Source: an optimization exercise on an open RTL-to-GDS flow (aim: small area). Production flows keep margins and buffers that such runs may drop. Only simulation tests tie the RTL to the original design; equivalence was not proved. The flow treats the clock pin as an ideal source, which a real chip does not have. Power figures rest on the tool's default switching activity, not on a simulated workload.

v58:
// piano_top
module piano_top (
    input  logic       clk,
    input  logic       rst,
    input  logic       sck,
    input  logic       sdi,
    output logic       dclk,
    output logic       data,
    output logic       load,
    output logic       ldac,
    output logic [2:0] voice_active,
    output logic [2:0] voice_done
);
    logic [23:0] notes;
    logic [1:0]  note_count;
    logic [1:0]  note_count_next;
    logic [2:0]  strike;
    logic [14:0] steps;
    logic [2:0]  active_next;
    logic [7:0]  mix;
    logic        capture;
    logic        clear;
    logic        run;
    logic        divide;
    logic        half;
    logic        third;
    logic [4:0]  k;
    spi_frame_rx spi_frame_rx_inst (
        .clk             (clk),
        .rst             (rst),
        .sck             (sck),
        .sdi             (sdi),
        .notes           (notes),
        .note_count      (note_count),
        .note_count_next (note_count_next),
        .strike          (strike)
    );
    for (genvar v = 0; v < 3; v++)
    begin : g_voice
        envelope_gen envelope_gen_inst (
            .clk         (clk),
            .rst         (rst),
            .note        (notes[8*v +: 8]),
            .strike      (strike[v]),
            .step        (steps[5*v +: 5]),
            .active      (voice_active[v]),
            .active_next (active_next[v]),
            .done        (voice_done[v])
        );
    end
    voice_mixer voice_mixer_inst (
        .clk        (clk),
        .rst        (rst),
        .capture    (capture),
        .clear      (clear),
        .run        (run),
        .divide     (divide),
        .half       (half),
        .third      (third),
        .k          (k),
        .notes      (notes),
        .steps      (steps),
  ...
Size in the first run: ~830 cells after synthesis, about 180 flip-flops, about 14 I/O pins, roughly 8000 um^2 of cells after synthesis.
Settings: LEC_CHECK=0, CAP_MARGIN=20, CORE_MARGIN=2, CORE_UTILIZATION=70, GPL_TIMING_DRIVEN=0, PLACE_DENSITY=0.85, SLEW_MARGIN=20; clock period 10.0 ns.
standard.sh (not shown) runs the stock make flow with config.mk's settings and CLKGATE_MAP_FILE= SYNTH_SCRIPT=/design/flow/synth_recipe.tcl, a recipe that flattens the netlist after the stock synthesis.
==> flow/flow/run.sh <==
#!/bin/bash
# Own layout flow: the standard flow (standard.sh), run in three parts,
# with
# - ABC's buffers removed at floorplan, then every combinational cell put at
#   its smallest drive strength (flow/downsize.tcl); repair_design and
#   repair_timing size up again where needed,
# - the smallest buffer on each port,
# - a clock tree of small buffers without dummy loads, where a leaf buffer
#   whose flip-flops would see a clock slew near the limit is swapped for a
#   larger one (flow/fixclk.tcl).
# Each tool's output goes to a log file here.
set -e
export CTS_ARGS="-sink_clustering_enable -repair_clock_nets -buf_list sky130_fd_sc_hd__clkbuf_4 -dont_use_dummy_load"
export REMOVE_ABC_BUFFERS=1
export BUFFER_PORTS_ARGS="-buffer_cell sky130_fd_sc_hd__buf_1"
RES=$(pwd)/orfs/results/sky130hd/piano_top/base
bash standard.sh floorplan > standard_floorplan.log 2>&1
RES_DIR=$RES openroad -no_init -exit flow/downsize.tcl > downsize.log 2>&1
bash standard.sh cts > standard_cts.log 2>&1
RES_DIR=$RES openroad -no_init -exit flow/fixclk.tcl > fixclk.log 2>&1
bash standard.sh > standard.log 2>&1
Other scripts of this flow, unchanged in this note and not shown: flow/flow/downsize.tcl, flow/flow/fixclk.tcl
Looking at the reports, v58 completed the entire flow and the layout it produced met the timing, design-rule and antenna checks.
### v58 -> v56
- GPL_TIMING_DRIVEN no longer set, was 0
--- a/flow/flow/run.sh
+++ b/flow/flow/run.sh
@@ -2,2 +2,4 @@
-# Own layout flow: the standard flow (standard.sh), run in three parts,
-# with
+# Own layout flow: the standard flow (standard.sh), run in parts, with
+# - the standard synthesis, whose combinational logic is then re-mapped for
+#   area (flow/reopt.sh); the registers stay as the standard synthesis made
+#   them,
@@ -16,0 +19,3 @@
+bash standard.sh synth > standard_synth.log 2>&1
+cp $RES/1_2_yosys.v standard_synth_netlist.v
+bash flow/reopt.sh standard_synth_netlist.v $RES/1_2_yosys.v > reopt.log 2>&1
==> flow/flow/reopt.sh (new file) <==
#!/bin/bash
# Re-maps the combinational logic of the standard synthesis netlist for area:
# the flip-flops (and tie cells) stay as they are, with their names and cell
# types; every other cell is read back as its function, and ABC restructures
# (&deepsyn) and maps (amap) that logic again. Ports driven straight by a
# register get a buffer, as the standard synthesis gives them.
# usage: reopt.sh in.v out.v
LIB=$FLOW_HOME/platforms/sky130hd/lib/sky130_fd_sc_hd__tt_025C_1v80.lib
cat > reopt.ys <<EOT
read_liberty -ignore_miss_func $LIB
read_verilog $1
hierarchy -top $FLOW_TOP
setattr -mod -set keep_hierarchy 1 sky130_fd_sc_hd__df* sky130_fd_sc_hd__edf* sky130_fd_sc_hd__conb_*
flatten
opt -purge
abc -liberty $LIB -dont_use *lpflow* -dont_use *probe* -script +strash;&get,-n;&deepsyn,-T,20;&put;dch,-f;amap;topo
opt_clean -purge
splitnets
opt_clean -purge
hilomap -singleton -hicell sky130_fd_sc_hd__conb_1 HI -locell sky130_fd_sc_hd__conb_1 LO
insbuf -buf sky130_fd_sc_hd__buf_1 A X
blackbox sky130_fd_sc_hd__*
stat
write_verilog -noattr -noexpr -nohex -nodec $2
EOT
yosys -l reopt_yosys.log reopt.ys > /dev/null
==> run notes <==
Final weighted congestion of routability-driven global placement, v56 and v58: lower on v58
v56 vs. v58: maximum clock skew at final layout went up by 5.8 ps.
v56 reports a lower detail-routed net length per standard cell than v58 does.
In the tables for v56 and v58, length of routed met3 wiring reads lower with v58.
v56 vs v58 on final cell count without fillers: v56 is the lower one.
In terms of final hold slack, v58 and v56 differ only marginally.
v56 against v58: power after layout went down 3.7%, final non-filler cell area shrank by 950 um^2.
Of v56 and v58, the run reporting the higher synthesized cell count was v58.
Taking v58 as the reference, in v56 depth of the worst register-to-register path increased by 1 relative to the old numbers; endpoint arrival time on the critical path decreased by 2030 ps relative to the old numbers.
--- input diff v56..v33 ---
--- a/flow/flow/run.sh
+++ b/flow/flow/run.sh
@@ -2,4 +2,2 @@
-# Own layout flow: the standard flow (standard.sh), run in parts, with
-# - the standard synthesis, whose combinational logic is then re-mapped for
-#   area (flow/reopt.sh); the registers stay as the standard synthesis made
-#   them,
+# Own layout flow: the standard flow (standard.sh), run in three parts,
+# with
@@ -19,3 +16,0 @@
-bash standard.sh synth > standard_synth.log 2>&1
-cp $RES/1_2_yosys.v standard_synth_netlist.v
-bash flow/reopt.sh standard_synth_netlist.v $RES/1_2_yosys.v > reopt.log 2>&1
removed: flow/flow/reopt.sh
==> run notes <==
Diff v56 -> v33 | overall power consumption | up by a few percent
In v33, combinational share of power is higher than in v56.
Between v56 and v33, the cell count went up.
For first-iteration DRC count, dividing the value from v56 by the value from v33 gives 1.16.
Count of sequential standard cells came out exactly the same in v33 and v56.
Compared with v56, v33 shows a period utilization that is 20 points higher.
Comparing v33 and v56, the higher power density normalized to cell area was measured on v56.

==> re-timing with driven ports <==
In the flow no input, the clock included, has a driving cell. The finished layouts below were timed again as built, in two steps. Step 1: set_driving_cell puts a clkbuf_16 on clk and a buf_2 on each other input, an assumption about the parent block. Step 2 adds t to the input delays and takes it off the output delays; t is the mean of the earliest and latest rising clock arrival at the registers after step 1. Input paths then give back, and output paths get back, about the clock's delay inside the block. a / b / c = ideal / step 1 / step 2; a / b = the first two.
run	shift t [ns]	slack for setup (ns)	hold slack, ns	worst setup path at the end	worst slew at a driven data input, ns
v58	0.589	2.671 / 2.671 / 2.671	0.355 / 0.355 / 0.355	register to register	0.03
v56	0.615	4.711 / 4.711 / 4.505	0.358 / 0.358 / 0.358	input to register	0.03
v33	0.585	2.752 / 2.752 / 2.752	0.384 / 0.384 / 0.384	register to register	0.03
After both steps setup and hold are still met in every run listed. The setup slack of v56, which loses most, moves by 0.000 ns with the drivers and by -0.206 ns with both steps.
